Source: an optimization exercise on an open RTL-to-GDS flow (aim: small area). Production flows keep margins and buffers that such runs may drop.
Only simulation tests tie the RTL to the original design; equivalence was not proved.
Power figures rest on the tool's default switching activity, not on a simulated workload.

Setup of run 1:
## puf_chal_dispatcher
module puf_chal_dispatcher #(
    parameter int unsigned NUM_REQ = puf_chal_pkg::DefNumReq,
    parameter int unsigned CHAL_W  = puf_chal_pkg::DefChalW,
    parameter int unsigned RNG_W   = puf_chal_pkg::DefRngW,
    parameter int unsigned WARMUP  = 16
) (
    input  logic                       clk,
    input  logic                       reset,
    input  logic [RNG_W-1:0]           rng_word,
    input  logic [NUM_REQ-1:0]         req,
    output logic [NUM_REQ-1:0]         gnt,
    output logic [CHAL_W-1:0]          chal,
    output logic                       chal_valid,
    output logic [$clog2(NUM_REQ)-1:0] chal_id,
    output logic                       ready
);
Settings: LEC_CHECK=0, CAP_MARGIN=20, CORE_AREA=4 4 376 376, DIE_AREA=0 0 380 380, SLEW_MARGIN=20; clock period 5.0 ns.
standard.sh (not shown) runs the stock make flow with config.mk's settings and CLKGATE_MAP_FILE= SYNTH_SCRIPT=/design/flow/synth_recipe.tcl, a recipe that flattens the netlist after the stock synthesis.
==> flow/flow/run.sh <==
#!/bin/bash
set -euo pipefail
here=$(pwd)
flowdir=$here/flow

# Synthesis script: synth_recipe.tcl with abc's -script argument replaced.
{
  echo 'proc abc {args} {'
  echo '  set i [lsearch -exact $args -script]'
  echo "  if { \$i >= 0 } { lset args [expr {\$i + 1}] $flowdir/abc_amap.script }"
  echo '  yosys abc {*}$args'
  echo '}'
  cat "$here/synth_recipe.tcl"
} > "$here/own_synth.tcl"

sed -e "s#SYNTH_SCRIPT=[^ ]*synth_recipe.tcl#SYNTH_SCRIPT=$here/own_synth.tcl 'BUFFER_PORTS_ARGS=-buffer_cell sky130_fd_sc_hd__buf_1' 'CTS_ARGS=-sink_clustering_enable -repair_clock_nets -dont_use_dummy_load -sink_clustering_size 30 -sink_clustering_max_diameter 100'#" \
  "$here/standard.sh" > "$here/own_standard.sh"
grep -q own_synth.tcl "$here/own_standard.sh"

bash "$here/own_standard.sh" > "$here/own_flow.log" 2>&1
==> flow/flow/abc_amap.script <==
strash
dch
amap
topo
[inputs] run 2 vs run 1
diff --git a/flow/flow/run.sh b/flow/flow/run.sh
--- a/flow/flow/run.sh
+++ b/flow/flow/run.sh
@@ -15,3 +15,3 @@
 
-sed -e "s#SYNTH_SCRIPT=[^ ]*synth_recipe.tcl#SYNTH_SCRIPT=$here/own_synth.tcl 'BUFFER_PORTS_ARGS=-buffer_cell sky130_fd_sc_hd__buf_1' 'CTS_ARGS=-sink_clustering_enable -repair_clock_nets -dont_use_dummy_load -sink_clustering_size 30 -sink_clustering_max_diameter 100'#" \
+sed -e "s#SYNTH_SCRIPT=[^ ]*synth_recipe.tcl#SYNTH_SCRIPT=$here/own_synth.tcl 'BUFFER_PORTS_ARGS=-buffer_cell sky130_fd_sc_hd__buf_1' 'CTS_ARGS=-sink_clustering_enable -repair_clock_nets -dont_use_dummy_load -sink_clustering_size 20 -sink_clustering_max_diameter 100'#" \
   "$here/standard.sh" > "$here/own_standard.sh"
### Flow results
Run 2: full flow OK, the timing, design-rule and antenna checks passed
Run 1 closes out successfully: all stages finished, all timing, DRC and antenna checks passed.
Total routed wirelength deteriorates in run 2 relative to run 1.
Run 1 -> run 2: critical path required time flat
Run 1 has a lower clock share of power than run 2.
Run 2 vs run 1 — count of antenna diodes in the layout rose about 24%.
Sort run 1 and run 2 by post-route standard cell area excluding fillers desc -> top: run 2
Run 2: share of cell area taken by multi-input logic gates is 0.26 points lower than what run 1 reported.
> inputs changed (run 2 -> run 3)
diff --git a/flow/flow/run.sh b/flow/flow/run.sh
--- a/flow/flow/run.sh
+++ b/flow/flow/run.sh
@@ -15,3 +15,3 @@
 
-sed -e "s#SYNTH_SCRIPT=[^ ]*synth_recipe.tcl#SYNTH_SCRIPT=$here/own_synth.tcl 'BUFFER_PORTS_ARGS=-buffer_cell sky130_fd_sc_hd__buf_1' 'CTS_ARGS=-sink_clustering_enable -repair_clock_nets -dont_use_dummy_load -sink_clustering_size 20 -sink_clustering_max_diameter 100'#" \
+sed -e "s#SYNTH_SCRIPT=[^ ]*synth_recipe.tcl#SYNTH_SCRIPT=$here/own_synth.tcl 'BUFFER_PORTS_ARGS=-buffer_cell sky130_fd_sc_hd__buf_1' 'CTS_ARGS=-sink_clustering_enable -repair_clock_nets -dont_use_dummy_load -sink_clustering_size 25 -sink_clustering_max_diameter 100'#" \
   "$here/standard.sh" > "$here/own_standard.sh"
### Flow results
Cmp run 2 and run 3 / total design power / higher: run 2. From run 2 to run 3 the numbers moved as follows: biggest cell delay along the critical path went up 0.07 ns; worst setup margin went down 0.12 ns; proportion of power drawn by flip-flops and latches went up 0.4 points. Comparing run 2 against run 3, there is no change at all in non-clock buffer count in the final layout. Run 3 reports a lower utilization after layout than run 2 does. Run 3 vs run 2 on worst path arrival time: run 3 is the higher one.


v3:
The RTL this note starts from:
==> flow/design.v <==
package puf_chal_pkg;
    typedef enum logic [1:0] {StWarmup, StLoad, StServe} disp_state_t;
    localparam int unsigned DefRngW   = 1024;
    localparam int unsigned DefChalW  = 64;
    localparam int unsigned DefNumReq = 4;
    function automatic integer slices(input integer rng_w, input integer chal_w);
        slices = rng_w / chal_w;
    endfunction
endpackage
module puf_rr_arbiter #(
    parameter int unsigned NUM_REQ = 4,
    parameter int unsigned IDW     = $clog2(NUM_REQ)
) (
    input  logic [NUM_REQ-1:0] req_i,
    input  logic [IDW-1:0]     rr_ptr_i,
    output logic               any_o,
    output logic [IDW-1:0]     idx_o
);
    always_comb begin
        any_o = 1'b0;
        idx_o = '0;
        for (int unsigned k = 0; k < NUM_REQ; k++) begin
            if (!any_o && req_i[(int'(rr_ptr_i) + k) % NUM_REQ]) begin
                any_o = 1'b1;
                idx_o = IDW'((int'(rr_ptr_i) + k) % NUM_REQ);
            end
        end
    end
endmodule
module puf_chal_dispatcher #(
    parameter int unsigned NUM_REQ = puf_chal_pkg::DefNumReq,
    parameter int unsigned CHAL_W  = puf_chal_pkg::DefChalW,
    parameter int unsigned RNG_W   = puf_chal_pkg::DefRngW,
    parameter int unsigned WARMUP  = 16
) (
    input  logic                       clk,
    input  logic                       reset,
    input  logic [RNG_W-1:0]           rng_word,
    input  logic [NUM_REQ-1:0]         req,
    output logic [NUM_REQ-1:0]         gnt,
    output logic [CHAL_W-1:0]          chal,
    output logic                       chal_valid,
    output logic [$clog2(NUM_REQ)-1:0] chal_id,
    output logic                       ready
);
    localparam int unsigned SLICES = puf_chal_pkg::slices(RNG_W, CHAL_W);
    localparam int unsigned IDW    = $clog2(NUM_REQ);
    localparam int unsigned SIW    = $clog2(SLICES);
    logic               warm_n_q, load_q, serve_q;
    logic [SIW-1:0]     cnt_q;       
    logic [IDW-1:0]     rr_ptr_q;
    logic               valid_q;
    logic               hold_inv_q;
    logic [RNG_W-1:0]   hold_q;
    logic               arb_any;
    logic [IDW-1:0]     arb_idx;
    logic               grant;
    puf_rr_arbiter #(
        .NUM_REQ (NUM_REQ)
    ) u_arb (
        .req_i    (req),
        .rr_ptr_i (rr_ptr_q),
        .any_o    (arb_any),
        .idx_o    (arb_idx)
    );
    assign grant = serve_q & arb_any;
    always_ff @(posedge clk or negedge reset) begin
        if (!reset) begin
            warm_n_q <= 1'b0;
            load_q   <= 1'b0;
            serve_q  <= 1'b0;
            cnt_q    <= '0;
            rr_ptr_q <= '0;
            valid_q  <= 1'b0;
        end else begin
            valid_q <= grant;
            if (!warm_n_q || grant) begin
                cnt_q <= cnt_q + SIW'(1);
            end
            if (grant) begin
                rr_ptr_q <= arb_idx + IDW'(1);
            end
            if (!warm_n_q) begin
                if (cnt_q == SIW'(WARMUP - 1)) begin
                    warm_n_q <= 1'b1;
                    load_q   <= 1'b1;
                end
            end else if (load_q) begin
                load_q  <= 1'b0;
                serve_q <= 1'b1;
            end else if (grant && (cnt_q == SIW'(SLICES - 1))) begin
                load_q  <= 1'b1;
                serve_q <= 1'b0;
            end
        end
    end
    logic [RNG_W-1:0] ring_next;
    logic [RNG_W-1:0] rng_rot;
    logic             hold_keep;
    assign ring_next = {hold_q[CHAL_W-1:0], hold_q[RNG_W-1:CHAL_W]};
    assign rng_rot   = {rng_word[RNG_W-CHAL_W-1:0], rng_word[RNG_W-1:RNG_W-CHAL_W]};
    assign hold_keep = ~(grant | load_q);
    logic [RNG_W-1:0] hold_d;
    for (genvar b = 0; b < RNG_W; b++) begin : g_hold
        puf_hold_cell u_cell (
            .q_i    (hold_q[b]),
            .keep_i (hold_keep),
            .next_i (ring_next[b]),
            .rot_i  (grant),
            .rng_i  (rng_rot[b]),
            .load_i (load_q),
            .d_no   (hold_d[b])
        );
    end
    always_ff @(posedge clk) begin
        hold_q     <= hold_d;
        hold_inv_q <= load_q | ~hold_inv_q;
    end
    logic [IDW-1:0] last_id;
    assign last_id = rr_ptr_q - IDW'(1);
    always_comb begin
        gnt = '0;
        gnt[last_id] = valid_q;
    end
    assign chal       = hold_q[CHAL_W-1:0] ^ {CHAL_W{hold_inv_q}};
    assign chal_valid = valid_q;
    assign chal_id    = last_id;
    assign ready      = serve_q;
endmodule
module puf_hold_cell (
    input  logic q_i,
    input  logic keep_i,
    input  logic next_i,
    input  logic rot_i,
    input  logic rng_i,
    input  logic load_i,
    output logic d_no
);
    assign d_no = ~((q_i & keep_i) | (next_i & rot_i) | (rng_i & load_i));
endmodule
clock: 5.0 ns
lec_check: 0
cap_margin: 20
core_margin: 2
core_utilization: 40
slew_margin: 20
==> flow/flow/run.sh <==
#!/bin/bash
set -euo pipefail
here=$(pwd)
flowdir=$here/flow

# Synthesis script: synth_recipe.tcl with abc's -script argument replaced.
{
  echo 'proc abc {args} {'
  echo '  set i [lsearch -exact $args -script]'
  echo "  if { \$i >= 0 } { lset args [expr {\$i + 1}] $flowdir/abc_amap.script }"
  echo '  yosys abc {*}$args'
  echo '}'
  cat "$here/synth_recipe.tcl"
} > "$here/own_synth.tcl"

sed -e "s#SYNTH_SCRIPT=[^ ]*synth_recipe.tcl#SYNTH_SCRIPT=$here/own_synth.tcl 'BUFFER_PORTS_ARGS=-buffer_cell sky130_fd_sc_hd__buf_1'#" \
  "$here/standard.sh" > "$here/own_standard.sh"
grep -q own_synth.tcl "$here/own_standard.sh"

bash "$here/own_standard.sh" > "$here/own_flow.log" 2>&1
Scripts as last shown in full above: flow/flow/abc_amap.script
v3 did not make it past 3_2_place_iop, where a tool error ended it.
## Diff of input files: v23 against v3
Settings: setting DIE_AREA to 0 0 380 380 for the first time; setting CORE_AREA to 4 4 376 376 for the first time; removing CORE_UTILIZATION (formerly 40); removing CORE_MARGIN (formerly 2).
==> run summary <==
v23: full flow OK, the timing, design-rule and antenna checks passed. As far as simple-gate share of the synthesized area goes, v3 and v23 are indistinguishable; the numbers are identical. Initial core utilization ends up lower on v23. Reported for v23 and v3, gate count after technology mapping turned out identical to the last digit. Summary: with v3 as the reference, die boundary width in v23 moved up by more than a quarter.
The inputs of v1 differ from those of v23 as listed below.
==> flow/run.sh (new file) <==
#!/bin/bash
# synth_recipe.tcl (not shown) runs the flow's synth.tcl, then flattens the netlist and writes it again
# the make line also repeats each setting of config.mk as NAME=value (left out here)
make -C /OpenROAD-flow-scripts/flow DESIGN_CONFIG=/design/flow/config.mk WORK_HOME=/design/flow/orfs CLKGATE_MAP_FILE= SYNTH_SCRIPT=/design/flow/synth_recipe.tcl finish
removed: flow/flow/run.sh
removed: flow/flow/abc_amap.script
removed: flow/standard.sh
--- outcome ---
- v23: PASS, flow complete, no timing, DRC or antenna violations
- v1: full flow OK, the timing, design-rule and antenna checks passed
- Finished layout cell area ends up lower on v23.
- Re portion of total power attributed to the clock network: v23 was lower than v1.
- Comparing number of inserted filler cells in the final layout for v23 and v1, the smaller number came from v1.
- As far as flip-flop and latch count goes, v23 and v1 are indistinguishable; the numbers are identical.
- The biggest power consumer among the groups comes out sequential cells in one run and combinational cells in the other, namely in v23 and v1 respectively.
- v1: met2 global-route usage is 8.0 points higher than what v23 reported.
- Setup slack after layout: v1 vs v23 up 0.21 ns
- Relative to v23, multi-input logic cell count has increased by 80% in v1.
- v1 -> v23: final global-route overflow total delta 0, exact match

==> static timing again, ports no longer ideal <==
In the flow no input, the clock included, has a driving cell. The finished layouts below were timed again as built, in two steps. Step 1, drivers: a clkbuf_16 drives clk and a buf_2 each remaining input, both assumed. Step 2 also shifts input and output timing later by t, the mid clock arrival at the registers, as if the neighbouring blocks saw the same clock. Slacks: no drivers / after step 1 / after step 2; pairs: no drivers / after step 1.
run	t, ns	setup slack, ns	hold slack, ns	worst register clock-pin slew, ns
run 1	0.655	0.460 / 0.460 / 0.205	0.376 / 0.340 / 0.376	0.12 / 0.12
run 2	0.695	0.584 / 0.584 / 0.327	0.362 / 0.326 / 0.440	0.09 / 0.09
run 3	0.660	0.467 / 0.467 / 0.230	0.377 / 0.341 / 0.387	0.10 / 0.10
v23	0.736	0.907 / 0.907 / 0.783	0.272 / 0.238 / 0.437	0.07 / 0.07
v1	0.782	1.115 / 1.036 / 1.003	0.422 / 0.422 / 0.422	0.07 / 0.07
After both steps setup and hold are still met in every run listed. The setup slack of run 2, which loses most, moves by 0.000 ns with the drivers and by -0.257 ns with both steps.
